Source: an optimization exercise on an open RTL-to-GDS flow (aim: small area and a short achievable clock period). Production flows keep margins and buffers that such runs may drop. The RTL was checked by simulation tests, not by an equivalence proof against the original design.

File: flow/run.sh
#!/bin/bash
# synth_recipe.tcl (not shown) runs the flow's synth.tcl, then flattens the netlist and writes it again
# the make line also repeats each setting of config.mk as NAME=value (left out here)
make -C /OpenROAD-flow-scripts/flow DESIGN_CONFIG=/design/flow/config.mk WORK_HOME=/design/flow/orfs CLKGATE_MAP_FILE= SYNTH_SCRIPT=/design/flow/synth_recipe.tcl finish
File: flow/config.mk
export PLATFORM = sky130hd
export DESIGN_NAME = datapath
export DESIGN_NICKNAME = datapath
export VERILOG_FILES = /design/flow/design.v
export SDC_FILE = /design/flow/constraint.sdc
export NUM_CORES = 4
export LEC_CHECK = 0
export CAP_MARGIN = 20
export CORE_MARGIN = 2
export CORE_UTILIZATION = 45
export PLACE_DENSITY = 0.6
export SLEW_MARGIN = 20
export SYNTH_HIERARCHICAL = 1
File: flow/constraint.sdc
create_clock -name core_clock -period 125.0 [get_ports {Clock}]
set_input_delay 25.0000 -clock core_clock [delete_from_list [all_inputs] [get_ports {Clock}]]
set_output_delay 25.0000 -clock core_clock [all_outputs]
set_load 0.01 [all_outputs]
File: flow/design.v
module dp_fa (
    input  logic a,
    input  logic b,
    input  logic c,
    output logic s,
    output logic co
);
    assign s  = a ^ b ^ c;
    assign co = (a & b) | (a & c) | (b & c);
endmodule
module dp_srt_sel (
    input  logic [6:0] est,
    input  logic [2:0] d,
    output logic       ge1,    
    output logic       ge2,    
    output logic       lem1,   
    output logic       lem2    
);
    logic signed [6:0] y;
    assign y = $signed(est);
    always_comb begin
        case (d)
            3'd0: begin ge2 = (y >= 7'sd12); ge1 = (y >= 7'sd4); lem1 = (y < -7'sd4); lem2 = (y < -7'sd13); end
            3'd1: begin ge2 = (y >= 7'sd14); ge1 = (y >= 7'sd4); lem1 = (y < -7'sd5); lem2 = (y < -7'sd15); end
            3'd2: begin ge2 = (y >= 7'sd15); ge1 = (y >= 7'sd4); lem1 = (y < -7'sd5); lem2 = (y < -7'sd16); end
            3'd3: begin ge2 = (y >= 7'sd16); ge1 = (y >= 7'sd4); lem1 = (y < -7'sd6); lem2 = (y < -7'sd18); end
            3'd4: begin ge2 = (y >= 7'sd18); ge1 = (y >= 7'sd6); lem1 = (y < -7'sd6); lem2 = (y < -7'sd20); end
            3'd5: begin ge2 = (y >= 7'sd19); ge1 = (y >= 7'sd6); lem1 = (y < -7'sd7); lem2 = (y < -7'sd21); end
            3'd6: begin ge2 = (y >= 7'sd20); ge1 = (y >= 7'sd6); lem1 = (y < -7'sd8); lem2 = (y < -7'sd22); end
            default: begin ge2 = (y >= 7'sd22); ge1 = (y >= 7'sd7); lem1 = (y < -7'sd8); lem2 = (y < -7'sd24); end
        endcase
    end
endmodule
module dp_est_add (
    input  logic [6:0] a,
    input  logic [6:0] b,
    output logic [6:0] y
);
    logic [6:0] g, t, p;
    logic [6:0] cy;
    assign g = a & b;
    assign t = a | b;
    assign p = a ^ b;
    assign cy[0] = 1'b0;
    assign cy[1] = g[0];
    assign cy[2] = g[1] | ((t[1] & a[0]) & b[0]);
    assign cy[3] = g[2] | (t[2] & g[1]) | (((t[2] & t[1]) & a[0]) & b[0]);
    assign cy[4] = g[3] | (t[3] & g[2]) | (t[3] & t[2] & g[1]) | ((((t[3] & t[2]) & t[1]) & a[0]) & b[0]);
    assign cy[5] = g[4] | (t[4] & g[3]) | (t[4] & t[3] & g[2]) | (t[4] & t[3] & t[2] & g[1])
                 | (((((t[4] & t[3]) & t[2]) & t[1]) & a[0]) & b[0]);
    assign cy[6] = g[5] | (t[5] & g[4]) | (t[5] & t[4] & g[3]) | (t[5] & t[4] & t[3] & g[2])
                 | (t[5] & t[4] & t[3] & t[2] & g[1])
                 | ((((((t[5] & t[4]) & t[3]) & t[2]) & t[1]) & a[0]) & b[0]);
    assign y = p ^ cy;
endmodule
module dp_row #(
    parameter bit FIRST = 1'b0
) (
    input  logic [34:0] s_prev,
    input  logic [34:0] c_prev,
    input  logic [1:0]  in2,
    input  logic [32:0] x,
    input  logic [2:0]  dtop,
    input  logic        sB,
    input  logic        is_mul,
    input  logic [2:0]  bb,
    output logic [34:0] s,
    output logic [34:0] c,
    output logic        cout,
    output logic        neg,
    output logic        one,
    output logic        two
);
    localparam int W = 35;
    localparam int TOP = 24;
    logic [W-1:0] ys, yc, m, cy, xe, x2e;
    logic [6:0]   est;
    logic         ge1, ge2, lem1, lem2;
    logic         dneg, done_, dtwo, bneg, bone, btwo;
    logic         p1, p2, n1, n2;
    assign xe  = {{2{x[32]}}, x};
    assign x2e = {x[32], x, 1'b0};
    assign ys  = {s_prev[W-3:0], in2};
    assign yc  = FIRST ? '0 : {c_prev[W-3:0], 2'b00};
    if (FIRST) begin : g_est1
        assign est = ys[W-1:W-7];
    end else begin : g_est
        dp_est_add u_est (.a(ys[W-1:W-7]), .b(yc[W-1:W-7]), .y(est));
    end
    dp_srt_sel u_sel (.est(est), .d(dtop), .ge1(ge1), .ge2(ge2), .lem1(lem1), .lem2(lem2));
    assign dneg  = sB ? lem1 : ge1;
    assign dtwo  = ge2 | lem2;
    assign done_ = (ge1 & ~ge2) | (lem1 & ~lem2);
    assign bneg = bb[2] & ~(bb[1] & bb[0]);
    assign bone = bb[1] ^ bb[0];
    assign btwo = (bb[2] & ~bb[1] & ~bb[0]) | (~bb[2] & bb[1] & bb[0]);
    assign neg = is_mul ? bneg : dneg;
    assign one = is_mul ? bone : done_;
    assign two = is_mul ? btwo : dtwo;
    assign p1  = ~neg & one;
    assign p2  = ~neg & two;
    assign n1  = neg & one;
    assign n2  = neg & two;
    genvar i;
    for (i = 0; i < W; i = i + 1) begin : g_col
        logic mm;
        if (i >= TOP) begin : g_fast
            assign mm = (p1 & xe[i]) | (p2 & x2e[i]) | (n1 & ~xe[i]) | (n2 & ~x2e[i]);
        end else begin : g_slow
            assign mm = neg ^ ((one & xe[i]) | (two & x2e[i]));
        end
        assign m[i] = (i == W-1) ? ~mm : mm;
        dp_fa u_fa (.a(ys[i]), .b(yc[i]), .c(m[i]), .s(s[i]), .co(cy[i]));
    end
    assign c    = {cy[W-2:0], neg};
    assign cout = cy[W-1];
endmodule
module datapath_alu_pre #(
    parameter int K = 8
) (
    input  logic [4:0]          op,
    input  logic [31:0]         a,
    input  logic [31:0]         b,
    output logic [1:0]          mode,
    output logic                bz,
    output logic                sa,
    output logic [4:0]          lzo,
    output logic [32:0]         xf,
    output logic [34:0]         sf,
    output logic [34:0]         cf,
    output logic [31-2*K:0]     tf,
    output logic [5*(K-1)-1:0]  df
);
    localparam int W = 35;
    logic is_sub, is_and, is_or, is_shr, is_sra, is_shl, is_ror, is_rol, is_mul, is_div;
    logic is_neg, is_not;
    assign is_sub = (op == 5'b00100);
    assign is_and = (op == 5'b00101) || (op == 5'b01101);
    assign is_or  = (op == 5'b00110) || (op == 5'b01110);
    assign is_shr = (op == 5'b00111);
    assign is_sra = (op == 5'b01000);
    assign is_shl = (op == 5'b01001);
    assign is_ror = (op == 5'b01010);
    assign is_rol = (op == 5'b01011);
    assign is_mul = (op == 5'b01111);
    assign is_div = (op == 5'b10000);
    assign is_neg = (op == 5'b10001);
    assign is_not = (op == 5'b10010);
    logic sA, sB;
    assign sA = a[31];
    assign sB = b[31];
    logic [31:0] v;
    logic [5:0]  lz;
    logic [31:0] x32, xs0, xs1, xs2, xs3;
    logic [32:0] x;
    logic [2:0]  dtop;
    logic        b_zero;
    assign v = b ^ {32{sB}};
    always_comb begin
        lz = 6'd32;
        for (int i = 0; i < 32; i++)
            if (v[i]) lz = 6'(31 - i);
    end
    assign xs0  = lz[4] ? {b[15:0], 16'd0} : b;
    assign xs1  = lz[3] ? {xs0[23:0], 8'd0} : xs0;
    assign xs2  = lz[2] ? {xs1[27:0], 4'd0} : xs1;
    assign xs3  = lz[1] ? {xs2[29:0], 2'd0} : xs2;
    assign x32  = lz[5] ? 32'd0 : (lz[0] ? {xs3[30:0], 1'b0} : xs3);
    assign x    = is_mul ? {a[31], a} : {sB, x32};
    assign dtop = sB ? ~x32[30:28] : x32[30:28];
    assign b_zero = (b == 32'd0);
    logic [4:0]  sh, amt;
    logic [5:0]  amt6;
    logic [31:0] rot, therm, keep, r0, r1, r2, r3;
    logic [31:0] a_lo, a_hi;
    assign sh   = b[4:0];
    assign amt6 = is_div ? lz : {1'b0, ((is_shr | is_sra | is_ror) ? 5'(-sh) : sh)};
    assign amt  = amt6[4:0];
    assign r0   = amt[4] ? {a[15:0], a[31:16]} : a;
    assign r1   = amt[3] ? {r0[23:0], r0[31:24]} : r0;
    assign r2   = amt[2] ? {r1[27:0], r1[31:28]} : r1;
    assign r3   = amt[1] ? {r2[29:0], r2[31:30]} : r2;
    assign rot  = amt[0] ? {r3[30:0], r3[31]} : r3;
    always_comb
        for (int i = 0; i < 32; i++) therm[i] = (6'(i) < amt6);
    assign keep = therm | {32{sh == 5'd0}};
    assign a_lo = rot & ~therm;
    assign a_hi = (rot & therm) | ({32{sA}} & ~therm);
    logic [W-1:0] S [0:K];
    logic [W-1:0] C [0:K];
    logic [K:1]   cout, rneg, rone, rtwo;
    localparam logic [31:0] MUL_INIT = 32'hAAAA_AAAC;
    assign S[0] = is_mul ? {3'b000, MUL_INIT} : {{3{a_hi[31]}}, a_hi};
    assign C[0] = '0;
    genvar j;
    generate
        for (j = 1; j <= K; j = j + 1) begin : g_row
            logic [1:0] in2;
            logic [2:0] bb;
            assign in2 = is_mul ? 2'b00 : a_lo[33-2*j -: 2];
            assign bb  = b[2*(16-j)+1 -: 3];
            dp_row #(.FIRST(j == 1)) u_row (
                .s_prev(S[j-1]), .c_prev(C[j-1]), .in2(in2), .x(x), .dtop(dtop), .sB(sB),
                .is_mul(is_mul), .bb(bb), .s(S[j]), .c(C[j]), .cout(cout[j]),
                .neg(rneg[j]), .one(rone[j]), .two(rtwo[j])
            );
        end
    endgenerate
    logic [31:0] addx, addy, addr, simple;
    logic        addc;
    assign addx = is_neg ? 32'd0 : a;
    assign addy = (is_sub | is_neg) ? ~b : b;
    assign addc = is_sub | is_neg;
    assign addr = addx + addy + {31'd0, addc};
    always_comb begin
        if (is_and)      simple = a & b;
        else if (is_or)  simple = a | b;
        else if (is_not) simple = ~b;
        else if (is_shl) simple = a_lo;
        else if (is_rol | is_ror) simple = rot;
        else if (is_shr) simple = rot & keep;
        else if (is_sra) simple = (rot & keep) | ({32{sA}} & ~keep);
        else             simple = addr;
    end
    logic [5*(K-1)-1:0] dmul, ddiv;
    generate
        for (j = 1; j <= K-1; j = j + 1) begin : g_dm
            assign dmul[5*(j-1) +: 5] = {cout[j+1], C[j][34:33], S[j][34:33]};
        end
        for (j = 1; j <= K; j = j + 1) begin : g_dd
            assign ddiv[3*(j-1) +: 3] = {rtwo[j], rone[j], rneg[j]};
        end
        if (5*(K-1) > 3*K) begin : g_ddz
            assign ddiv[5*(K-1)-1:3*K] = '0;
        end
    endgenerate
    assign mode = is_mul ? 2'd1 : (is_div ? 2'd2 : 2'd0);
    assign bz   = b_zero;
    assign sa   = sA;
    assign lzo  = lz[4:0];
    assign xf   = is_mul ? {a[31], a} : (is_div ? (b_zero ? {1'b0, a} : x) : {1'b0, simple});
    assign sf   = S[K];
    assign cf   = C[K];
    assign tf   = is_mul ? b[31-2*K:0] : a_lo[31-2*K:0];
    assign df   = is_mul ? dmul : ddiv;
endmodule
module datapath_alu_post #(
    parameter int K = 8
) (
    input  logic [1:0]          mode,
    input  logic                bz,
    input  logic                sa,
    input  logic [4:0]          lzo,
    input  logic [32:0]         xf,
    input  logic [34:0]         sf,
    input  logic [34:0]         cf,
    input  logic [31-2*K:0]     tf,
    input  logic [5*(K-1)-1:0]  df,
    output logic [63:0]         res
);
    localparam int W = 35;
    logic is_mul, is_div, sA, sB;
    logic [32:0]  x;
    logic [W-1:0] xe;
    logic [2:0]   dtop;
    assign is_mul = (mode == 2'd1);
    assign is_div = (mode == 2'd2);
    assign sA     = sa;
    assign x      = xf;
    assign sB     = x[32];
    assign xe     = {{2{x[32]}}, x};
    assign dtop   = sB ? ~x[30:28] : x[30:28];
    logic [W-1:0] S [K:16];
    logic [W-1:0] C [K:16];
    logic [16:K+1] cout, rneg, rone, rtwo;
    assign S[K] = sf;
    assign C[K] = cf;
    genvar j, i;
    generate
        for (j = K+1; j <= 16; j = j + 1) begin : g_row
            logic [1:0] in2;
            logic [2:0] bb;
            assign in2 = is_mul ? 2'b00 : tf[33-2*j -: 2];
            if (j == 16) begin : g_b0z
                assign bb = {tf[1], tf[0], 1'b0};
            end else begin : g_b0
                assign bb = tf[2*(16-j)+1 -: 3];
            end
            dp_row #(.FIRST(1'b0)) u_row (
                .s_prev(S[j-1]), .c_prev(C[j-1]), .in2(in2), .x(x), .dtop(dtop), .sB(sB),
                .is_mul(is_mul), .bb(bb), .s(S[j]), .c(C[j]), .cout(cout[j]),
                .neg(rneg[j]), .one(rone[j]), .two(rtwo[j])
            );
        end
    endgenerate
    logic [63:35] u1, u2, u3;
    generate
        for (j = 1; j <= 15; j = j + 1) begin : g_coll
            localparam int WB = 33 + 2*(16-j);
            logic [1:0] sd, cd;
            if (j <= K-1) begin : g_pre
                assign sd = df[5*(j-1) +: 2];
                assign cd = df[5*(j-1)+2 +: 2];
            end else begin : g_post
                assign sd = S[j][34:33];
                assign cd = C[j][34:33];
            end
            assign u1[WB] = sd[0];
            assign u2[WB] = cd[0];
            if (WB + 1 <= 63) begin : g_hi
                assign u1[WB+1] = sd[1];
                assign u2[WB+1] = cd[1];
            end
        end
        for (j = 2; j <= 16; j = j + 1) begin : g_cout
            localparam int WC = 35 + 2*(16-j);
            if (j <= K) begin : g_pre
                assign u3[WC] = df[5*(j-2)+4];
            end else begin : g_post
                assign u3[WC] = cout[j];
            end
        end
        for (i = 36; i <= 62; i = i + 2) begin : g_u3z
            assign u3[i] = 1'b0;
        end
    endgenerate
    logic [63:35] us, uc;
    generate
        for (i = 35; i <= 63; i = i + 1) begin : g_ucsa
            logic co_;
            dp_fa u_fa (.a(u1[i]), .b(u2[i]), .c(u3[i]), .s(us[i]), .co(co_));
            if (i < 63) begin : g_c
                assign uc[i+1] = co_;
            end
        end
    endgenerate
    assign uc[35] = 1'b0;
    logic [W-1:0] sfin;
    assign sfin = S[16] ^ {is_div, {(W-1){1'b0}}};
    logic [63:0] psum;
    assign psum = {us, sfin} + {uc, C[16]};
    logic [W-1:0] rp, rpp, k2, c2s, c2c;
    logic         rp_zero, need, dirpos;
    assign rp      = psum[W-1:0];
    assign dirpos  = sA ^ sB;
    assign k2      = dirpos ? ~xe : xe;
    generate
        for (i = 0; i < W; i = i + 1) begin : g_k2
            logic co_;
            dp_fa u_fa (.a(sfin[i]), .b(C[16][i]), .c(k2[i]), .s(c2s[i]), .co(co_));
            if (i < W-1) begin : g_c
                assign c2c[i+1] = co_;
            end
        end
    endgenerate
    assign c2c[0] = dirpos;
    assign rpp = c2s + c2c;
    assign rp_zero = (rp == '0);
    assign need    = sA ? (~rp[W-1] & ~rp_zero) : rp[W-1];
    logic [W-1:0] rsel;
    logic [31:0]  rem;
    assign rsel = need ? rpp : rp;
    assign rem  = 32'($signed(rsel) >>> lzo);
    logic [16:1]  qneg, qone, qtwo;
    logic [31:0]  qp, qn, quo;
    logic [1:0]   qp_last;
    generate
        for (j = 1; j <= 16; j = j + 1) begin : g_q
            if (j <= K) begin : g_pre
                assign {qtwo[j], qone[j], qneg[j]} = df[3*(j-1) +: 3];
            end else begin : g_post
                assign {qtwo[j], qone[j], qneg[j]} = {rtwo[j], rone[j], rneg[j]};
            end
            assign qp[33-2*j -: 2] = {qneg[j] & qtwo[j], qneg[j] & qone[j]};
            assign qn[33-2*j -: 2] = {~qneg[j] & qtwo[j], ~qneg[j] & qone[j]};
        end
    endgenerate
    assign qp_last = qp[1:0] + {1'b0, dirpos};
    assign quo = {qp[31:2], qp_last} + ~qn + {31'd0, (dirpos ? need : ~need)};
    always_comb begin
        if (is_mul)      res = psum;
        else if (is_div) res = bz ? {x[31:0], 32'hFFFF_FFFF} : {rem, quo};
        else             res = {32'd0, x[31:0]};
    end
endmodule
module datapath (
    input  logic        PCout,
    input  logic        Zlowout,
    input  logic        Zhighout,
    input  logic        MDRout,
    input  logic        R2out,
    input  logic        R3out,
    input  logic        MARin,
    input  logic        Zin,
    input  logic        PCin,
    input  logic        MDRin,
    input  logic        IRin,
    input  logic        Yin,
    input  logic        LOin,
    input  logic        HIin,
    input  logic        IncPC,
    input  logic        Read,
    input  logic [4:0]  opcode,
    input  logic        R1in,
    input  logic        R2in,
    input  logic        R3in,
    input  logic        Clock,
    input  logic [31:0] Mdatain,
    input  logic        clear,
    input  logic        GRA,
    input  logic        GRB,
    input  logic        GRC,
    input  logic        Rin,
    input  logic        Rout,
    input  logic        BAout,
    input  logic        Write,
    input  logic        Cout,
    input  logic        InportOut,
    input  logic [31:0] InportIn,
    output logic [31:0] BusMuxOut
);
    localparam int K  = 8;
    localparam int ZW = 2 + 1 + 1 + 5 + 33 + 35 + 35 + (32 - 2*K) + 5*(K-1);
    logic [15:0][31:0] rf;
    logic [31:0] pc, mdr, y, inport, zhi, zlo;
    logic [26:0] ir;
    logic [31:0] bus, bus_nz, zval;
    logic [31:0] c_sext;
    logic [3:0]  sel_idx;
    logic        zsel;
    logic        unused;
    logic [ZW-1:0] zst, zst_d;
    logic [63:0]   zres;
    assign unused  = ^{MARin, LOin, HIin, Write};
    assign sel_idx = ({4{GRA}} & ir[26:23]) | ({4{GRB}} & ir[22:19]) | ({4{GRC}} & ir[18:15]);
    assign c_sext  = {{13{ir[18]}}, ir[18:0]};
    always_comb begin
        bus_nz = '0;
        if (Rout)           bus_nz = rf[sel_idx];
        else if (BAout)     bus_nz = (sel_idx == 4'd0) ? 32'd0 : rf[sel_idx];
        else if (R2out)     bus_nz = rf[2];
        else if (R3out)     bus_nz = rf[3];
        else if (PCout)     bus_nz = pc;
        else if (MDRout)    bus_nz = mdr;
        else if (Zhighout)  bus_nz = '0;
        else if (Zlowout)   bus_nz = '0;
        else if (InportOut) bus_nz = inport;
        else if (Cout)      bus_nz = c_sext;
    end
    assign zsel = ~(Rout | BAout | R2out | R3out | PCout | MDRout) & (Zhighout | Zlowout);
    assign zval = Zhighout ? zhi : zlo;
    assign bus  = zsel ? zval : bus_nz;
    assign BusMuxOut = bus;
    logic [1:0]  p_mode;
    logic        p_bz, p_sa;
    logic [4:0]  p_lz;
    logic [32:0] p_xf;
    logic [34:0] p_sf, p_cf;
    logic [31-2*K:0] p_tf;
    logic [5*(K-1)-1:0] p_df;
    datapath_alu_pre #(.K(K)) u_pre (
        .op(opcode), .a(y), .b(bus),
        .mode(p_mode), .bz(p_bz), .sa(p_sa), .lzo(p_lz), .xf(p_xf), .sf(p_sf), .cf(p_cf),
        .tf(p_tf), .df(p_df)
    );
    assign zst_d = {p_mode, p_bz, p_sa, p_lz, p_xf, p_sf, p_cf, p_tf, p_df};
    datapath_alu_post #(.K(K)) u_post (
        .mode(zst[ZW-1 -: 2]), .bz(zst[ZW-3]), .sa(zst[ZW-4]), .lzo(zst[ZW-5 -: 5]),
        .xf(zst[ZW-10 -: 33]), .sf(zst[ZW-43 -: 35]), .cf(zst[ZW-78 -: 35]),
        .tf(zst[5*(K-1) +: (32-2*K)]), .df(zst[0 +: 5*(K-1)]),
        .res(zres)
    );
    assign zhi = zres[63:32];
    assign zlo = zres[31:0];
    logic [31:0] bus_c;
    logic [15:0] rf_we;
    logic [31:0] pc_d, mdr_d;
    assign bus_c = bus & {32{~clear}};
    always_comb begin
        for (int k = 0; k < 16; k++)
            rf_we[k] = clear | (Rin & (sel_idx == 4'(k)));
        rf_we[1] = rf_we[1] | R1in;
        rf_we[2] = rf_we[2] | R2in;
        rf_we[3] = rf_we[3] | R3in;
    end
    assign pc_d  = IncPC ? ((pc + 32'd1) & {32{~clear}}) : bus_c;
    assign mdr_d = Read ? (Mdatain & {32{~clear}}) : bus_c;
    always_ff @(posedge Clock) begin
        for (int k = 0; k < 16; k++)
            if (rf_we[k]) rf[k] <= bus_c;
    end
    always_ff @(posedge Clock) begin
        inport <= InportIn & {32{~clear}};
        if (PCin | clear)  pc  <= pc_d;
        if (IRin | clear)  ir  <= bus_c[26:0];
        if (MDRin | clear) mdr <= mdr_d;
        if (Yin | clear)   y   <= bus_c;
        if (Zin | clear)   zst <= zst_d & {ZW{~clear}};
    end
endmodule
==> results.tsv, run 1 <==
stage	metric	value	unit
status	status	timing/DRC/antenna clean	
detailed_routing	wire per inst	29.2	µm
sta	Rel. slew slack	11.2	%
global_routing	gr usage total	32.9	%
finish	final core utilization	48.5	%
clock_network	CTS tree	built	
global_routing	first-pass GRT wire length	538000	µm
flow_run	max cap viols	0	
detailed_routing	Detailed Routing Iterations Pass 1	8	
setup_path	CP arrival	75.95	ns
detailed_routing	vias per cell	6.50	
sta	RSZ-0062 raised after global routing	no	
floorplan	Ports	131	
setup_path	slack of the worst reg-to-reg path	49.47	ns
clock_network	cts hold-fix bufs	0	
clock_network	Worst-path clk slew	0.07	ns
sta	Setup WS post-layout	49.47	ns
detailed_routing	number of DRC markers in iteration 0	10200	
sta	maximum clock frequency	13.2	MHz
hold_path	Worst Hold Class	reg2reg	
placement	pre-CTS WS	50.89	ns
setup_path	CP Launch Type	flip-flop	
setup_path	Setup CP Type	reg2reg	
clock_network	clk sinks	830	
floorplan	std cell rows	169	
global_routing	initial antenna violation count	29	
sta	Final setup viols	0	
finish	layout cells sized above 1	11.2	%
floorplan	core area	0.212	mm²
detailed_routing	detailed-route via count	82000	
global_routing	total gr overflow	0	
sta	Fin Clk Skew	0.0952	ns
clock_network	Clk Latency, worst-skew pair	0.75	ns
finish	Fillers	19800	
finish	post-route cell area	0.103	mm²
setup_path	Worst Setup End Kind	flip-flop	
setup_path	Slowest cell on crit path	xnor2_1	
finish	final cell count without fillers	12600	
detailed_routing	drc violations	0	
floorplan	Die Wd	465	µm
clock_network	post_cts resized	0	
setup_path	CP required	125.43	ns
setup_path	crit-path max FO	96	
synthesis	Synthesis Warnings	18	
finish	Layout area overhead	7.25	%
floorplan	Initial Utilization	45.2	%
sta	worst hold slack	0.758	ns
sta	fin crit share	60.4	%
placement	dpl hpwl	273000	µm
synthesis	Mapped Cells	9920	
placement	GP Congestion	1.03	
global_routing	vias in the first global route	78500	
floorplan	Die Span Y	465	µm
clock_network	setup bufs post-CTS	0	
sta	worst-margin pin slew	1.32	ns
synthesis	mean post-synth cell area	9.66	µm²
clock_network	root buffer cell	clkbuf_16	
placement	placed cells	12400	
placement	IO Port Bufs	126	
detailed_routing	final WL	369000	µm
sta	minimum clock period	75.53	ns
detailed_routing	DRT antenna net count	0	
clock_network	CTS Buf Count	89	
clock_network	CTS max path bufs	3	
setup_path	most used cell, CP	xnor2_1	
sta	setup TNS	0	ns
setup_path	crit-path max cell delay	0.79	ns
placement	placed inst area	0.0996	mm²
finish	Layout Nets	10800	
clock_network	H-tree depth	3	
synthesis	Syn Std Cell Area	0.0958	mm²
global_routing	largest net degree at the start of global routing	170	
sta	fin. max-slew vios	0	
sta	final hold vios	0	
floorplan	area of the die	0.217	mm²
-- worst max-delay path, delay by kind of cell, from the launching register on --
| family | cells | cell delay, ns |
|---|---|---|
| adders and majority gates | 34 | 13.07 |
| buffers and inverters | 30 | 7.49 |
| muxes | 17 | 4.04 |
| AOI/OAI and AO/OA | 89 | 21.80 |
| and+or+nand+nor | 68 | 14.84 |
| xor gates and xnor gates | 27 | 13.11 |
| DFF | 1 | 0.47 |
-- worst paths after layout --
kind                            startpoint  endpoint  cells after the start
worst max-delay path              zst[113]  zst[109]                    265
worst min-delay path                 pc[0]     pc[0]                      2
worst max register to register    zst[113]  zst[109]                    265
worst min register to register       pc[0]     pc[0]                      2
-- area by class of cell --
class | instances | area [µm²] | area share (%)
Multi-Input combinational cell | 7946 | 66500 | 64.7
Sequential cell | 830 | 24600 | 23.9
Tap cell | 2821 | 3530 | 3.43
Timing Repair Buffer | 397 | 3310 | 3.22
Clock buffer | 108 | 2370 | 2.31
Inverter | 443 | 1750 | 1.70
Clock inverter | 56 | 724 | 0.705
Antenna cell | 9 | 22.5 | 0.0219
-- layer usage --
| metal | part of all wire [%] | global-route usage, % | up-vias | wire, µm |
|---|---|---|---|---|
| met5 | 0.025 | 0 | - | 92 |
| met1 | 43 | 46.4 | 41200 | 158000 |
| met2 | 43 | 49.5 | 4089 | 160000 |
| met4 | 5.2 | 14.8 | 14 | 19000 |
| li1 | - | - | 36000 | - |
| met3 | 8.7 | 5.61 | 722 | 32100 |
-- flip-flops by register name, summed over array words and instances (netlist names) --
name and cells:
inport 32, y 32, pc 32, ir 27, rf 512, mdr 32
zst 163
-- cells in the final DEF (no fill, tap or decap), drive strengths merged, types with 370 or more instances in the layout --
cell and n:
a21oi 702, a22oi 507, edfxtp 798, fa 628
inv 428, mux2i 418, nand2 733, nor2 370
o21ai 447, xnor2 782
==> run 2, diff against run 1 <==
--- a/flow/design.v
+++ b/flow/design.v
@@ -9,48 +9,60 @@
     assign co = (a & b) | (a & c) | (b & c);
 endmodule
-module dp_srt_sel (
-    input  logic [6:0] est,
+module dp_thr (
     input  logic [2:0] d,
-    output logic       ge1,    
-    output logic       ge2,    
-    output logic       lem1,   
-    output logic       lem2    
+    output logic [6:0] k2,
+    output logic [6:0] k1,
+    output logic [6:0] k0,
+    output logic [6:0] km1
 );
-    logic signed [6:0] y;
-    assign y = $signed(est);
+    logic signed [6:0] m2, m1, m0, mm1;
     always_comb begin
         case (d)
-            3'd0: begin ge2 = (y >= 7'sd12); ge1 = (y >= 7'sd4); lem1 = (y < -7'sd4); lem2 = (y < -7'sd13); end
-            3'd1: begin ge2 = (y >= 7'sd14); ge1 = (y >= 7'sd4); lem1 = (y < -7'sd5); lem2 = (y < -7'sd15); end
-            3'd2: begin ge2 = (y >= 7'sd15); ge1 = (y >= 7'sd4); lem1 = (y < -7'sd5); lem2 = (y < -7'sd16); end
-            3'd3: begin ge2 = (y >= 7'sd16); ge1 = (y >= 7'sd4); lem1 = (y < -7'sd6); lem2 = (y < -7'sd18); end
-            3'd4: begin ge2 = (y >= 7'sd18); ge1 = (y >= 7'sd6); lem1 = (y < -7'sd6); lem2 = (y < -7'sd20); end
-            3'd5: begin ge2 = (y >= 7'sd19); ge1 = (y >= 7'sd6); lem1 = (y < -7'sd7); lem2 = (y < -7'sd21); end
-            3'd6: begin ge2 = (y >= 7'sd20); ge1 = (y >= 7'sd6); lem1 = (y < -7'sd8); lem2 = (y < -7'sd22); end
-            default: begin ge2 = (y >= 7'sd22); ge1 = (y >= 7'sd7); lem1 = (y < -7'sd8); lem2 = (y < -7'sd24); end
+            3'd0: begin m2 = 7'sd12; m1 = 7'sd4; m0 = -7'sd4; mm1 = -7'sd13; end
+            3'd1: begin m2 = 7'sd14; m1 = 7'sd4; m0 = -7'sd5; mm1 = -7'sd15; end
+            3'd2: begin m2 = 7'sd15; m1 = 7'sd4; m0 = -7'sd5; mm1 = -7'sd16; end
+            3'd3: begin m2 = 7'sd16; m1 = 7'sd4; m0 = -7'sd6; mm1 = -7'sd18; end
+            3'd4: begin m2 = 7'sd18; m1 = 7'sd6; m0 = -7'sd6; mm1 = -7'sd20; end
+            3'd5: begin m2 = 7'sd19; m1 = 7'sd6; m0 = -7'sd7; mm1 = -7'sd21; end
+            3'd6: begin m2 = 7'sd20; m1 = 7'sd6; m0 = -7'sd8; mm1 = -7'sd22; end
+            default: begin m2 = 7'sd22; m1 = 7'sd7; m0 = -7'sd8; mm1 = -7'sd24; end
         endcase
     end
+    assign k2  = 7'(-m2);
+    assign k1  = 7'(-m1);
+    assign k0  = 7'(-m0);
+    assign km1 = 7'(-mm1);
 endmodule
-module dp_est_add (
+module dp_lt (
     input  logic [6:0] a,
     input  logic [6:0] b,
-    output logic [6:0] y
+    input  logic [6:0] k,
+    output logic       lt
 );
-    logic [6:0] g, t, p;
-    logic [6:0] cy;
-    assign g = a & b;
-    assign t = a | b;
-    assign p = a ^ b;
-    assign cy[0] = 1'b0;
-    assign cy[1] = g[0];
-    assign cy[2] = g[1] | ((t[1] & a[0]) & b[0]);
-    assign cy[3] = g[2] | (t[2] & g[1]) | (((t[2] & t[1]) & a[0]) & b[0]);
-    assign cy[4] = g[3] | (t[3] & g[2]) | (t[3] & t[2] & g[1]) | ((((t[3] & t[2]) & t[1]) & a[0]) & b[0]);
-    assign cy[5] = g[4] | (t[4] & g[3]) | (t[4] & t[3] & g[2]) | (t[4] & t[3] & t[2] & g[1])
-                 | (((((t[4] & t[3]) & t[2]) & t[1]) & a[0]) & b[0]);
-    assign cy[6] = g[5] | (t[5] & g[4]) | (t[5] & t[4] & g[3]) | (t[5] & t[4] & t[3] & g[2])
-                 | (t[5] & t[4] & t[3] & t[2] & g[1])
-                 | ((((((t[5] & t[4]) & t[3]) & t[2]) & t[1]) & a[0]) & b[0]);
-    assign y = p ^ cy;
+    logic [6:0] sa, ca, g, t;
+    logic       c6;
+    assign sa = a ^ b ^ k;
+    assign ca = {(a[5:0] & b[5:0]) | (a[5:0] & k[5:0]) | (b[5:0] & k[5:0]), 1'b0};
+    assign g  = sa & ca;
+    assign t  = sa | ca;
+    assign c6 = g[5] | (t[5] & g[4]) | (t[5] & t[4] & g[3]) | (t[5] & t[4] & t[3] & g[2])
+              | (t[5] & t[4] & t[3] & t[2] & g[1]);
+    assign lt = sa[6] ^ ca[6] ^ c6;
+endmodule
+module dp_digit (
+    input  logic is_mul,
+    input  logic bneg,
+    input  logic bone,
+    input  logic btwo,
+    input  logic dneg,
+    input  logic done_,
+    input  logic dtwo,
+    output logic neg,
+    output logic one,
+    output logic two
+);
+    assign neg = is_mul ? bneg : dneg;
+    assign one = is_mul ? bone : done_;
+    assign two = is_mul ? btwo : dtwo;
 endmodule
 module dp_row #(
@@ -61,5 +73,5 @@
     input  logic [1:0]  in2,
     input  logic [32:0] x,
-    input  logic [2:0]  dtop,
+    input  logic [27:0] thr,
     input  logic        sB,
     input  logic        is_mul,
@@ -75,5 +87,4 @@
     localparam int TOP = 24;
     logic [W-1:0] ys, yc, m, cy, xe, x2e;
-    logic [6:0]   est;
     logic         ge1, ge2, lem1, lem2;
     logic         dneg, done_, dtwo, bneg, bone, btwo;
@@ -83,10 +94,13 @@
     assign ys  = {s_prev[W-3:0], in2};
     assign yc  = FIRST ? '0 : {c_prev[W-3:0], 2'b00};
-    if (FIRST) begin : g_est1
-        assign est = ys[W-1:W-7];
-    end else begin : g_est
-        dp_est_add u_est (.a(ys[W-1:W-7]), .b(yc[W-1:W-7]), .y(est));
-    end
-    dp_srt_sel u_sel (.est(est), .d(dtop), .ge1(ge1), .ge2(ge2), .lem1(lem1), .lem2(lem2));
+    logic lt2, lt1, lt0, ltm1;
+    dp_lt u_lt2  (.a(ys[W-1:W-7]), .b(yc[W-1:W-7]), .k(thr[27:21]), .lt(lt2));
+    dp_lt u_lt1  (.a(ys[W-1:W-7]), .b(yc[W-1:W-7]), .k(thr[20:14]), .lt(lt1));
+    dp_lt u_lt0  (.a(ys[W-1:W-7]), .b(yc[W-1:W-7]), .k(thr[13:7]),  .lt(lt0));
+    dp_lt u_ltm1 (.a(ys[W-1:W-7]), .b(yc[W-1:W-7]), .k(thr[6:0]),   .lt(ltm1));
+    assign ge1  = ~lt1;
+    assign ge2  = ~lt1 & ~lt2;
+    assign lem1 = lt0;
+    assign lem2 = lt0 & ltm1;
     assign dneg  = sB ? lem1 : ge1;
     assign dtwo  = ge2 | lem2;
@@ -95,11 +109,13 @@
     assign bone = bb[1] ^ bb[0];
     assign btwo = (bb[2] & ~bb[1] & ~bb[0]) | (~bb[2] & bb[1] & bb[0]);
-    assign neg = is_mul ? bneg : dneg;
-    assign one = is_mul ? bone : done_;
-    assign two = is_mul ? btwo : dtwo;
-    assign p1  = ~neg & one;
-    assign p2  = ~neg & two;
-    assign n1  = neg & one;
-    assign n2  = neg & two;
+    logic fneg, fone, ftwo;
+    dp_digit u_dig_lo (.is_mul(is_mul), .bneg(bneg), .bone(bone), .btwo(btwo),
+                       .dneg(dneg), .done_(done_), .dtwo(dtwo), .neg(neg), .one(one), .two(two));
+    dp_digit u_dig_hi (.is_mul(is_mul), .bneg(bneg), .bone(bone), .btwo(btwo),
+                       .dneg(dneg), .done_(done_), .dtwo(dtwo), .neg(fneg), .one(fone), .two(ftwo));
+    assign p1  = ~fneg & fone;
+    assign p2  = ~fneg & ftwo;
+    assign n1  = fneg & fone;
+    assign n2  = fneg & ftwo;
     genvar i;
     for (i = 0; i < W; i = i + 1) begin : g_col
@@ -111,5 +127,10 @@
         end
         assign m[i] = (i == W-1) ? ~mm : mm;
-        dp_fa u_fa (.a(ys[i]), .b(yc[i]), .c(m[i]), .s(s[i]), .co(cy[i]));
+        if (FIRST) begin : g_ha
+            assign s[i]  = ys[i] ^ m[i];
+            assign cy[i] = ys[i] & m[i];
+        end else begin : g_fa
+            dp_fa u_fa (.a(ys[i]), .b(yc[i]), .c(m[i]), .s(s[i]), .co(cy[i]));
+        end
     end
     assign c    = {cy[W-2:0], neg};
@@ -154,5 +175,4 @@
     logic [31:0] x32, xs0, xs1, xs2, xs3;
     logic [32:0] x;
-    logic [2:0]  dtop;
     logic        b_zero;
     assign v = b ^ {32{sB}};
@@ -168,6 +188,9 @@
     assign x32  = lz[5] ? 32'd0 : (lz[0] ? {xs3[30:0], 1'b0} : xs3);
     assign x    = is_mul ? {a[31], a} : {sB, x32};
-    assign dtop = sB ? ~x32[30:28] : x32[30:28];
     assign b_zero = (b == 32'd0);
+    logic [2:0]  dtop;
+    logic [27:0] thr;
+    assign dtop = sB ? ~x32[30:28] : x32[30:28];
+    dp_thr u_thr (.d(dtop), .k2(thr[27:21]), .k1(thr[20:14]), .k0(thr[13:7]), .km1(thr[6:0]));
     logic [4:0]  sh, amt;
     logic [5:0]  amt6;
@@ -201,5 +224,5 @@
             assign bb  = b[2*(16-j)+1 -: 3];
             dp_row #(.FIRST(j == 1)) u_row (
-                .s_prev(S[j-1]), .c_prev(C[j-1]), .in2(in2), .x(x), .dtop(dtop), .sB(sB),
+                .s_prev(S[j-1]), .c_prev(C[j-1]), .in2(in2), .x(x), .thr(thr), .sB(sB),
                 .is_mul(is_mul), .bb(bb), .s(S[j]), .c(C[j]), .cout(cout[j]),
                 .neg(rneg[j]), .one(rone[j]), .two(rtwo[j])
@@ -263,5 +286,4 @@
     logic [32:0]  x;
     logic [W-1:0] xe;
-    logic [2:0]   dtop;
     assign is_mul = (mode == 2'd1);
     assign is_div = (mode == 2'd2);
@@ -270,5 +292,8 @@
     assign sB     = x[32];
     assign xe     = {{2{x[32]}}, x};
-    assign dtop   = sB ? ~x[30:28] : x[30:28];
+    logic [2:0]  dtop;
+    logic [27:0] thr;
+    assign dtop = x[32] ? ~x[30:28] : x[30:28];
+    dp_thr u_thr (.d(dtop), .k2(thr[27:21]), .k1(thr[20:14]), .k0(thr[13:7]), .km1(thr[6:0]));
     logic [W-1:0] S [K:16];
     logic [W-1:0] C [K:16];
@@ -288,5 +313,5 @@
             end
             dp_row #(.FIRST(1'b0)) u_row (
-                .s_prev(S[j-1]), .c_prev(C[j-1]), .in2(in2), .x(x), .dtop(dtop), .sB(sB),
+                .s_prev(S[j-1]), .c_prev(C[j-1]), .in2(in2), .x(x), .thr(thr), .sB(sB),
                 .is_mul(is_mul), .bb(bb), .s(S[j]), .c(C[j]), .cout(cout[j]),
                 .neg(rneg[j]), .one(rone[j]), .two(rtwo[j])
@@ -338,9 +363,12 @@
     logic [W-1:0] sfin;
     assign sfin = S[16] ^ {is_div, {(W-1){1'b0}}};
+    logic [W-1:0] rp;
+    logic         rp_co;
+    assign {rp_co, rp} = {1'b0, sfin} + {1'b0, C[16]};
     logic [63:0] psum;
-    assign psum = {us, sfin} + {uc, C[16]};
-    logic [W-1:0] rp, rpp, k2, c2s, c2c;
+    assign psum[W-1:0] = rp;
+    assign psum[63:W]  = us + uc + {28'd0, rp_co};
+    logic [W-1:0] rpp, k2, c2s, c2c;
     logic         rp_zero, need, dirpos;
-    assign rp      = psum[W-1:0];
     assign dirpos  = sA ^ sB;
     assign k2      = dirpos ? ~xe : xe;
@@ -356,5 +384,5 @@
     assign c2c[0] = dirpos;
     assign rpp = c2s + c2c;
-    assign rp_zero = (rp == '0);
+    assign rp_zero = ((sfin ^ C[16]) == {(sfin[W-2:0] | C[16][W-2:0]), 1'b0});
     assign need    = sA ? (~rp[W-1] & ~rp_zero) : rp[W-1];
     logic [W-1:0] rsel;
@@ -363,5 +391,5 @@
     assign rem  = 32'($signed(rsel) >>> lzo);
     logic [16:1]  qneg, qone, qtwo;
-    logic [31:0]  qp, qn, quo;
+    logic [31:0]  qp, qn, qsum, quo, qinc;
     logic [1:0]   qp_last;
     generate
@@ -377,5 +405,10 @@
     endgenerate
     assign qp_last = qp[1:0] + {1'b0, dirpos};
-    assign quo = {qp[31:2], qp_last} + ~qn + {31'd0, (dirpos ? need : ~need)};
+    assign qsum    = {qp[31:2], qp_last} + ~qn;
+    always_comb begin
+        qinc[0] = 1'b1;
+        for (int k = 1; k < 32; k++) qinc[k] = qinc[k-1] & qsum[k-1];
+    end
+    assign quo = qsum ^ (qinc & {32{dirpos ? need : ~need}});
     always_comb begin
         if (is_mul)      res = psum;
==> flow/flow/run.sh (new file) <==
#!/bin/bash
set -euo pipefail
bash standard.sh SETUP_SLACK_MARGIN=65 TNS_END_PERCENT=10 finish > standard.log 2>&1
==> flow/standard.sh (new file) <==
#!/bin/bash
# synth_recipe.tcl (not shown) runs the flow's synth.tcl, then flattens the netlist and writes it again
# the make line also repeats each setting of config.mk as NAME=value (left out here)
make -C /OpenROAD-flow-scripts/flow DESIGN_CONFIG=/design/flow/config.mk WORK_HOME=/design/flow/orfs CLKGATE_MAP_FILE= SYNTH_SCRIPT=/design/flow/synth_recipe.tcl "${@:-finish}"
--- a/flow/config.mk
+++ b/flow/config.mk
@@ -8,6 +8,6 @@
 export CAP_MARGIN = 20
 export CORE_MARGIN = 2
-export CORE_UTILIZATION = 45
-export PLACE_DENSITY = 0.6
+export CORE_UTILIZATION = 50
+export PLACE_DENSITY = 0.65
 export SLEW_MARGIN = 20
 export SYNTH_HIERARCHICAL = 1
removed: flow/run.sh
==> results.tsv, run 2 <==
stage	metric	value	unit
sta	Rel. slew slack	14.9	%
synthesis	Mapped Cells	11200	
sta	final hold vios	0	
setup_path	CP Buf/Inv Count	38	
finish	layout cells sized above 1	18.3	%
setup_path	crit-path max FO	24	
clock_network	cts hold-fix bufs	0	
clock_network	clk sinks	830	
clock_network	root buffer cell	clkbuf_16	
clock_network	H-tree depth	3	
sta	fin. max-slew vios	0	
floorplan	Die Wd	463	µm
setup_path	most used cell, CP	fa_2	
placement	GP Congestion	1.12	
synthesis	Syn Std Cell Area	0.106	mm²
floorplan	area of the die	0.215	mm²
clock_network	Worst-path clk slew	0.07	ns
setup_path	crit-path max cell delay	0.74	ns
detailed_routing	final WL	466000	µm
floorplan	Die Span Y	463	µm
finish	max reg flops	512	
sta	minimum clock period	59.59	ns
detailed_routing	Detailed Routing Iterations Pass 1	9	
clock_network	CTS max path bufs	3	
global_routing	initial antenna violation count	40	
setup_path	Worst Setup End Kind	flip-flop	
global_routing	gr usage total	41.3	%
finish	most frequent cells in the layout	inv_1, edfxtp_1, xnor2_1	
sta	Fin Clk Skew	0.0869	ns
hold_path	Worst Hold Class	reg2reg	
finish	Largest Register	rf	
sta	worst-margin pin slew	1.28	ns
placement	IO Port Bufs	126	
detailed_routing	wire per inst	32.4	µm
detailed_routing	DRT antenna net count	0	
setup_path	Slowest cell on crit path	fa_2	
detailed_routing	drc violations	0	
finish	final core utilization	57.4	%
setup_path	CP arrival	60.02	ns
finish	Layout area overhead	14.1	%
synthesis	mean post-synth cell area	9.39	µm²
global_routing	vias in the first global route	91600	
setup_path	CP Launch Type	flip-flop	
flow_run	max cap viols	0	
floorplan	Ports	131	
setup_path	Setup CP Type	reg2reg	
finish	commonest non-fill, non-tap cell in the layout	inv_1	
setup_path	Crit path max-delay family	compound AO/OA/AOI/OAI gates	
floorplan	Initial Utilization	50.3	%
floorplan	std cell rows	168	
sta	maximum clock frequency	16.8	MHz
setup_path	CP required	125.43	ns
detailed_routing	vias per cell	6.75	
finish	Fillers	18200	
finish	registers with the most flip-flops	rf: 512 flops, zst: 163 flops	
global_routing	largest net degree at the start of global routing	174	
clock_network	CTS tree	built	
clock_network	Clk Latency, worst-skew pair	0.78	ns
global_routing	first-pass GRT wire length	649000	µm
global_routing	total gr overflow	0	
finish	Layout Nets	12700	
detailed_routing	number of DRC markers in iteration 0	12900	
sta	Final setup viols	0	
sta	setup TNS	0	ns
placement	dpl hpwl	339000	µm
synthesis	Synthesis Warnings	18	
detailed_routing	detailed-route via count	97000	
clock_network	CTS Buf Count	85	
status	status	timing/DRC/antenna clean	
sta	fin crit share	47.7	%
floorplan	core area	0.210	mm²
sta	RSZ-0062 raised after global routing	yes	
[run 2: layer usage]
metal  part of all wire [%]  vias up  track usage [%]
met2                     43     6368             61.9
met5                  0.030        -                0
met4                    9.7       24             31.2
met1                     36    48300             51.0
li1                       -    40500                -
met3                     12     1720             11.0
[run 2: final timing paths]
| path | from | end | slack (ns) | depth (start not counted) |
|---|---|---|---|---|
| setup / recovery | zst[153] | zst[90] | 65.41 | 248 |
| hold / removal | pc[0] | pc[0] | 0.75 | 2 |
| setup reg to reg | zst[153] | zst[90] | 65.41 | 248 |
| hold reg to reg | pc[0] | pc[0] | 0.75 | 2 |
[run 2: metrics by stage]
stage	worst slack (ns)	hold WS, ns	instances	area [µm²]
finish	65.41	0.753	14400	120000
floorplan	69.17	0.625	11300	106000
detailed placement	56.14	0.731	13800	110000
global route	64.06	0.791	14400	120000
CTS	65.01	0.740	14100	115000
global placement	57.08	0.720	13800	109000
[run 2: repair_timing]
item | in CTS | in global routing
gates cloned | 44 | 40
setup endpoints to repair | 122 | 114
resized for setup | 391 | 645
pin swaps | 55 | 355
setup buffers | 99 | 196
[run 2: cell type report]
cell class                      count  area [µm²]  area share [%]
Antenna cell                       27        67.6          0.0561
Clock buffer                      100        2180            1.81
Clock inverter                     57         619           0.514
Inverter                         1255        4780            3.97
Multi-Input combinational cell   8588       78500            65.2
Sequential cell                   830       24600            20.4
Tap cell                         2805        3510            2.91
Timing Repair Buffer              712        6190            5.14
[run 2: worst min-delay path, stage by stage, from the launching register on]
cell and delay, ns:
edfxtp_1 0.40, a21oi_1 0.08, o21a_1 0.11
==> run 3, diff against run 2 <==
==> flow/flow/run.sh (replaced) <==
#!/bin/bash
set -euo pipefail
bash standard.sh SETUP_SLACK_MARGIN=65 TNS_END_PERCENT=10 SKIP_PIN_SWAP=1 finish > standard.log 2>&1
==> results.tsv, run 3 <==
stage	metric	value	unit
clock_network	Clk Latency, worst-skew pair	0.78	ns
floorplan	Die Span Y	463	µm
synthesis	mean post-synth cell area	9.39	µm²
sta	worst hold slack	0.770	ns
floorplan	core area	0.210	mm²
global_routing	initial antenna violation count	41	
floorplan	std cell rows	168	
placement	IO Port Bufs	126	
placement	dpl hpwl	339000	µm
global_routing	vias in the first global route	91300	
setup_path	CP Launch Type	flip-flop	
setup_path	CP required	125.49	ns
detailed_routing	wire per inst	32.4	µm
clock_network	CTS Buf Count	85	
status	status	timing/DRC/antenna clean	
setup_path	most used cell, CP	fa_2	
finish	Largest Register	rf	
finish	final cell count without fillers	14400	
detailed_routing	Detailed Routing Iterations Pass 1	10	
sta	maximum clock frequency	16.9	MHz
global_routing	total gr overflow	0	
sta	final hold vios	0	
flow_run	max cap viols	0	
floorplan	Die Wd	463	µm
sta	Fin Clk Skew	0.0837	ns
finish	Layout area overhead	13.7	%
setup_path	crit-path max FO	18	
finish	layout cells sized above 1	17.7	%
detailed_routing	vias per cell	6.76	
finish	final core utilization	57.2	%
placement	GP Congestion	1.12	
setup_path	Slowest cell on crit path	xnor2_1	
setup_path	Worst Setup End Kind	flip-flop	
setup_path	Setup CP Type	reg2reg	
detailed_routing	number of DRC markers in iteration 0	13100	
clock_network	CTS tree	built	
floorplan	Ports	131	
finish	post-route cell area	0.120	mm²
sta	RSZ-0062 raised after global routing	no	
synthesis	Mapped Cells	11200	
global_routing	first-pass GRT wire length	648000	µm
hold_path	Worst Hold Class	reg2reg	
sta	worst-margin pin slew	1.38	ns
sta	Final setup viols	0	
detailed_routing	DRT antenna net count	0	
finish	max reg flops	512	
floorplan	Initial Utilization	50.3	%
finish	most frequent cells in the layout	inv_1, edfxtp_1, xnor2_1	
placement	placed cells	13800	
clock_network	clk sinks	830	
setup_path	CP arrival	59.75	ns
sta	setup TNS	0	ns
sta	fin. max-slew vios	0	
sta	Rel. slew slack	8.19	%
clock_network	root buffer cell	clkbuf_16	
clock_network	CTS max path bufs	3	
global_routing	largest net degree at the start of global routing	174	
clock_network	H-tree depth	3	
global_routing	gr usage total	41.3	%
clock_network	Worst-path clk slew	0.07	ns
sta	fin crit share	47.4	%
detailed_routing	final WL	466000	µm
floorplan	area of the die	0.215	mm²
finish	registers with the most flip-flops	rf: 512 flops, zst: 163 flops	
detailed_routing	drc violations	0	
finish	commonest non-fill, non-tap cell in the layout	inv_1	
synthesis	Syn Std Cell Area	0.106	mm²
sta	minimum clock period	59.26	ns
finish	Layout Nets	12700	
synthesis	Synthesis Warnings	18	
setup_path	crit-path max cell delay	0.71	ns
detailed_routing	detailed-route via count	97200	
placement	placed inst area	0.110	mm²
[run 3: final timing paths]
check / startpoint / cells past startpoint / end / slack (ns)
setup / recovery: zst[153] / 246 / zst[115] / 65.74
hold / removal: pc[0] / 2 / pc[0] / 0.77
setup reg to reg: zst[153] / 246 / zst[115] / 65.74
hold reg to reg: pc[0] / 2 / pc[0] / 0.77
[run 3: per-stage QoR]
stage	setup WS (ns)
3_3_place_gp	57.08
5_1_grt	64.28
3_5_place_dp	56.14
4_1_cts	65.00
2_1_floorplan	69.17
6_report	65.74
[run 3: per-layer routing]
metal	up-vias	wire (µm)	global-route usage (%)	share of wire [%]
li1	40600	-	-	-
met1	48400	168000	51.2	36
met2	6538	199000	61.8	43
met3	1716	53600	10.7	12
met4	30	44400	31.1	9.5
met5	-	342	0	0.073
[run 3: timing repair]
action                     4_1_cts  5_1_grt
hold buffers                     0        0
buffers inserted                87      216
gates cloned                    36       50
setup endpoints to repair      122      114
resized for setup              355      576
[run 3: worst max-delay path, delay by kind of cell (launching register included)]
family                   cells  cell delay [ns]
flip-flops                   1             0.47
adder cells (fa/ha/maj)     37            20.18
XOR/XNOR                    21             5.29
buffers and inverters       40             4.79
AND/OR/NAND/NOR             18             2.30
AO/OA/AOI/OAI              111            18.80
multiplexers                19             6.87
[run 3: final cells by class]
| class | instances | area (µm²) |
|---|---|---|
| Sequential cell | 830 | 24600 |
| Clock buffer | 100 | 2180 |
| Clock inverter | 57 | 619 |
| Fill cell | 18300 | 89800 |
| Timing Repair Buffer | 720 | 6280 |
| Multi-Input combinational cell | 8588 | 77900 |
| Antenna cell | 30 | 75.1 |
| Tap cell | 2805 | 3510 |
| Inverter | 1255 | 4780 |
==> run 4, diff against run 3 <==
==> flow/flow/run.sh (replaced) <==
#!/bin/bash
set -euo pipefail
bash standard.sh SETUP_SLACK_MARGIN=68 TNS_END_PERCENT=10 finish > standard.log 2>&1
--- a/flow/config.mk
+++ b/flow/config.mk
@@ -8,6 +8,6 @@
 export CAP_MARGIN = 20
 export CORE_MARGIN = 2
-export CORE_UTILIZATION = 50
-export PLACE_DENSITY = 0.65
+export CORE_UTILIZATION = 58
+export PLACE_DENSITY = 0.72
 export SLEW_MARGIN = 20
 export SYNTH_HIERARCHICAL = 1
==> results.tsv, run 4 <==
stage	metric	value	unit
clock_network	CTS max path bufs	3	
floorplan	Die Wd	431	µm
synthesis	Syn Std Cell Area	0.106	mm²
placement	dpl hpwl	306000	µm
finish	layout cells sized above 1	21.5	%
setup_path	CP arrival	59.03	ns
synthesis	Synthesis Warnings	18	
setup_path	slack of the worst reg-to-reg path	66.38	ns
placement	placed inst area	0.109	mm²
clock_network	CTS Buf Count	89	
detailed_routing	number of DRC markers in iteration 0	14600	
finish	Largest Register	rf	
sta	fin. max-slew vios	0	
sta	final hold vios	0	
hold_path	Worst Hold Class	reg2reg	
clock_network	CTS tree	built	
detailed_routing	wire per inst	31.3	µm
clock_network	Worst-path clk slew	0.06	ns
setup_path	CP Buf/Inv Count	44	
finish	Fillers	13700	
detailed_routing	vias per cell	6.99	
setup_path	Crit path depth	258	
synthesis	Mapped Cells	11200	
setup_path	FF-to-FF Start	zst[153]	
setup_path	crit-path max cell delay	0.71	ns
finish	Layout Nets	12800	
clock_network	root buffer cell	clkbuf_16	
placement	GP Congestion	1.06	
sta	setup TNS	0	ns
finish	max reg flops	512	
sta	fin crit share	46.9	%
sta	maximum clock frequency	17.1	MHz
floorplan	Die Span Y	431	µm
floorplan	std cell rows	156	
detailed_routing	drc violations	0	
global_routing	first-pass GRT wire length	622000	µm
setup_path	CP Launch Type	flip-flop	
placement	pre-CTS WS	55.30	ns
finish	most frequent cells in the layout	inv_1, edfxtp_1, xnor2_1	
flow_run	max cap viols	0	
detailed_routing	detailed-route via count	98300	
setup_path	reg-to-reg endpoint	zst[103]	
global_routing	initial antenna violation count	41	
finish	registers with the most flip-flops	rf: 512 flops, zst: 163 flops	
setup_path	Slowest cell on crit path	fa_2	
clock_network	cts hold-fix bufs	0	
finish	FF+latch area	0.0246	mm²
floorplan	core area	0.181	mm²
synthesis	mean post-synth cell area	9.39	µm²
sta	worst-margin pin slew	1.32	ns
detailed_routing	DRT antenna net count	0	
floorplan	Ports	131	
detailed_routing	Detailed Routing Iterations Pass 1	19	
finish	post-route cell area	0.123	mm²
clock_network	clk sinks	830	
finish	multi-input logic area	0.0799	mm²
setup_path	Worst Setup End Kind	flip-flop	
finish	commonest non-fill, non-tap cell in the layout	inv_1	
global_routing	largest net degree at the start of global routing	176	
status	status	timing/DRC/antenna clean	
sta	Final setup viols	0	
global_routing	total gr overflow	0	
clock_network	Clk Latency, worst-skew pair	0.71	ns
setup_path	Worst R2R Path Depth	258	
sta	minimum clock period	58.62	ns
sta	RSZ-0062 raised after global routing	yes	
setup_path	crit-path max FO	10	
setup_path	Setup CP Type	reg2reg	
detailed_routing	final WL	440000	µm
sta	Setup WS post-layout	66.38	ns
clock_network	H-tree depth	3	
setup_path	CP required	125.41	ns
setup_path	Setup crit end	zst[103]	
setup_path	most used cell, CP	fa_2	
global_routing	vias in the first global route	93000	
sta	Rel. slew slack	11.3	%
setup_path	Crit path max-delay family	adder cells	
sta	Fin Clk Skew	0.0623	ns
floorplan	Initial Utilization	58.4	%
placement	IO Port Bufs	126	
setup_path	CP startpoint	zst[153]	
global_routing	gr usage total	45.0	%
finish	Layout area overhead	16.2	%
floorplan	area of the die	0.185	mm²
-- run 4: cell type report --
cell class                 instances  area share (%)
clock inverter                    51           0.498
timing repair inverter             1         0.00408
timing repair buffer             833            5.90
tap                             2370            2.42
antenna                           19          0.0388
inverter                        1255            3.90
clock buffer                     116            1.97
sequential                       830            20.1
multi-input combinational       8588            65.2
-- run 4: how the worst min path moves through the flow --
stage,start,end,cells after the start
after floorplan,y[31],zst[159],2
after global placement,pc[0],pc[0],2
after detailed placement,pc[0],pc[0],2
after CTS,pc[0],pc[0],2
after global routing,pc[0],pc[0],2
final,pc[0],pc[0],2
-- run 4: routing by layer --
metal  track usage [%]  wire (µm)  vias to the layer above
met4              26.1      33900                       28
met2              66.6     186000                     7371
met5                 0        186                        -
li1                  -          -                    40800
met1              59.5     161000                    48200
met3              12.2      58800                     1895
-- run 4: repair_timing --
item / in CTS / in global routing
setup endpoints to repair: 125 / 114
gates cloned: 77 / 13
pin swaps: 355 / 444
buffers inserted: 249 / 183
resized for setup: 822 / 640
-- run 4: worst register-to-register path, delay by kind of cell, from the launching register on --
family / cells / cell delay [ns]
and+or+nand+nor: 23 / 2.82
DFF: 1 / 0.43
buffers and inverters: 44 / 5.38
muxes: 18 / 6.42
adders and majority gates: 37 / 19.77
AOI/OAI and AO/OA: 113 / 18.64
xor gates and xnor gates: 23 / 4.93
-- run 4: metrics by stage --
| stage | utilization (%) | cells | hold WS, ns |
|---|---|---|---|
| CTS | 65.4 | 13800 | 0.763 |
| floorplan | - | 11300 | 0.625 |
| detailed placement | 60.2 | 13400 | 0.746 |
| finish | 67.8 | 14100 | 0.762 |
| global route | 67.8 | 14100 | 0.793 |
| global placement | 60.2 | 13400 | 0.735 |

==> afterwards: timing with drivers on the ports <==
How much do the figures lean on ideal ports? The routed layouts below were timed once more, with nothing changed but the port constraints.
Step 1 sets driving cells, clkbuf_16 on the clock port and buf_2 on the other inputs (assumed; they add their load-dependent delay and slew).
Step 2 times the ports against the registers' clock, not the clock port: input delays grow and output delays shrink by t, the midpoint of the rising clock arrivals with the driver on.
Slacks: ideal / step 1 / step 2; pairs: ideal / step 1.
run | shift t [ns] | slack for setup (ns) | clock arrival spread, ns
run 1 | 0.790 | 49.472 / 49.472 / 49.472 | 0.095 / 0.095
run 2 | 0.833 | 65.411 / 65.411 / 65.411 | 0.087 / 0.088
run 3 | 0.828 | 65.742 / 65.742 / 65.742 | 0.084 / 0.085
run 4 | 0.775 | 66.382 / 66.382 / 66.382 | 0.062 / 0.062
After both steps every run listed still meets setup and hold.
